This is an optimization exercise on Yosys and OpenROAD, whose aim is small area and a short achievable clock period, not a production implementation. The RTL was checked by simulation tests, not by an equivalence proof against the original design. Power figures rest on the tool's default switching activity, not on a simulated workload.

Setup of run 1:
// slc3_mem_responder
module slc3_mem_responder
#(
    parameter int unsigned DEPTH   = 256,
    parameter logic [15:0] IO_ADDR = slc3_pkg::IO_ADDR_DEFAULT
) (
    input  logic        Clk,
    input  logic        Reset,
    input  logic [15:0] MAR,
    input  logic [15:0] MDR,
    input  logic        MEM_OE,
    input  logic        MEM_WE,
    input  logic [15:0] SW,
    output logic [15:0] MDR_in,
    output logic        R,
    output logic [15:0] HEX_OUT,
    output logic        ERR
);
    localparam int unsigned NR = DEPTH / 4;
    logic        idle_q, w1_q, w2_q, done_q, hold_q;
    logic        req, accept;
    logic [1:0]  phase_q;
    logic [3:0]  hit1_tab_q, h_tab_q;
    logic        h_d, rd_ram_d, byp_d;
    logic [NR-1:0] sel1_q, sel3_q;
    logic [7:0]  addr_q;
    logic        hit1_q, byp_q;
    logic        ram_q, io_q, we_q;
    logic [15:0] wdata_q;
    logic        pw_v_q, pw_ins_q;
    logic [7:0]  pw_addr_q, pw_hi_q, pw_lo_q;
    logic [1:0]  pw_pos_q;
    logic [15:0] pw_data_q;
    logic        commit, pw_v_d;
    logic [1:0]  pw_pos_d;
    logic [15:0] hex_q, mdr_q;
    logic        err_q, take_pw, take_sw, keep;
    logic [15:0] rd_data;
    assign req    = MEM_OE || MEM_WE;
    assign accept = idle_q && req;
    always_ff @(posedge Clk) begin
        if (Reset) begin
            idle_q <= 1'b1;
            w1_q   <= 1'b0;
            w2_q   <= 1'b0;
            done_q <= 1'b0;
            hold_q <= 1'b0;
  ...
Size: ~7700 cells after synthesis, about 4300 flip-flops, roughly 86 I/O pins, about 0.11 sq mm of cells after synthesis.
Settings: LEC_CHECK=0, CAP_MARGIN=20, CORE_MARGIN=2, CORE_UTILIZATION=45, CTS_CLUSTER_DIAMETER=100, CTS_CLUSTER_SIZE=25, PLACE_DENSITY=0.6, SETUP_SLACK_MARGIN=2.6, SLEW_MARGIN=20; clock period 5.0 ns.
run.sh (not shown) runs the stock make flow with config.mk's settings and CLKGATE_MAP_FILE= SYNTH_SCRIPT=/design/flow/synth_recipe.tcl, a recipe that flattens the netlist after the stock synthesis.
Run 1: PASS, flow complete, no timing, DRC or antenna violations
Relative to run 1, the following input files were edited for run 2:
# run 1
export LEC_CHECK = 0
export CAP_MARGIN = 20
export CORE_MARGIN = 2
export CORE_UTILIZATION = 45
export CTS_CLUSTER_DIAMETER = 100
export CTS_CLUSTER_SIZE = 25
export PLACE_DENSITY = 0.6
export SETUP_SLACK_MARGIN = 2.6
export SLEW_MARGIN = 20
create_clock -name core_clock -period 5.0 [get_ports {Clk}]
# run 2
export LEC_CHECK = 0
export CAP_MARGIN = 20
export CORE_MARGIN = 2
export CORE_UTILIZATION = 45
export CTS_CLUSTER_DIAMETER = 60
export CTS_CLUSTER_SIZE = 25
export PLACE_DENSITY = 0.6
export SETUP_SLACK_MARGIN = 2.6
export SLEW_MARGIN = 20
create_clock -name core_clock -period 5.0 [get_ports {Clk}]
==> flow/flow/run.sh (new file) <==
#!/bin/bash
set -euo pipefail
export CTS_ARGS="-sink_clustering_enable -repair_clock_nets -sink_clustering_size 25 -sink_clustering_max_diameter 60 -dont_use_dummy_load"
export BUFFER_PORTS_ARGS="-buffer_cell sky130_fd_sc_hd__buf_4"
bash standard.sh > flow_make.log 2>&1
==> flow/standard.sh (new file) <==
#!/bin/bash
# synth_recipe.tcl (not shown) runs the flow's synth.tcl, then flattens the netlist and writes it again
# the make line also repeats each setting of config.mk as NAME=value (left out here)
make -C /OpenROAD-flow-scripts/flow DESIGN_CONFIG=/design/flow/config.mk WORK_HOME=/design/flow/orfs CLKGATE_MAP_FILE= SYNTH_SCRIPT=/design/flow/synth_recipe.tcl "${@:-finish}"
removed: flow/run.sh
==> notes.md <==
Run 2 ran to completion and came out clean on the timing, DRC and antenna checks.
Looking at global-route wire length before repair across both flows, run 2 is the weaker of the two, with run 1 ahead.
Against run 1, run 2 comes in about 1.4% lower on layout clock buffer count.
Run 2 vs. run 1: fraction of area in registers held, layout-stage area growth over the synthesis result now sits lower, overall routed net length comparable.
The inputs of run 3 differ from those of run 2 as listed below.
==> flow/run.sh (new file) <==
#!/bin/bash
# synth_recipe.tcl (not shown) runs the flow's synth.tcl, then flattens the netlist and writes it again
# the make line also repeats each setting of config.mk as NAME=value (left out here)
make -C /OpenROAD-flow-scripts/flow DESIGN_CONFIG=/design/flow/config.mk WORK_HOME=/design/flow/orfs CLKGATE_MAP_FILE= SYNTH_SCRIPT=/design/flow/synth_recipe.tcl finish
removed: flow/flow/run.sh
removed: flow/standard.sh
Notes after the runs:
Final cycle utilization of the critical path down 1.1 points in run 3 wrt run 2. Run 3: worst-case register-to-register setup slack is 0.05 ns higher than what run 2 reported. Of run 3 and run 2, run 2 shows the lower area growth from synthesis to final layout, with run 3 above it. Compared run 3 against run 2; global-route total usage across every layer within noise. Compared with run 2, in run 3 total via count in the routed design now larger; part of the power in combinational logic comparable.

-- re-timing with driven ports --
The flow's constraints put no driver on any port. The routed layouts listed below were extracted and timed again, unchanged, in two steps. Step 1, drivers: a clkbuf_16 drives Clk and a buf_2 each remaining input, both assumed. Step 2 adds t to the input delays and takes it off the output delays; t is the mean of the earliest and latest rising clock arrival at the registers after step 1. Input paths then give back, and output paths get back, about the clock's delay inside the block. a / b / c = no drivers / after step 1 / after step 2; a / b = the first two.
run | t, ns | slack for setup (ns) | hold slack, ns | slew at the worst register clock pin (ns)
run 1 | 0.991 | 2.466 / 2.428 / 1.734 | 0.309 / 0.309 / 0.309 | 0.10 / 0.10
run 2 | 0.979 | 2.408 / 2.408 / 1.846 | 0.274 / 0.206 / 0.281 | 0.10 / 0.10
run 3 | 0.986 | 2.463 / 2.442 / 1.761 | 0.296 / 0.296 / 0.296 | 0.10 / 0.10
After both steps setup and hold are still met in every run listed. The setup slack of run 1, which loses most, moves by -0.038 ns with the drivers and by -0.732 ns with both steps.
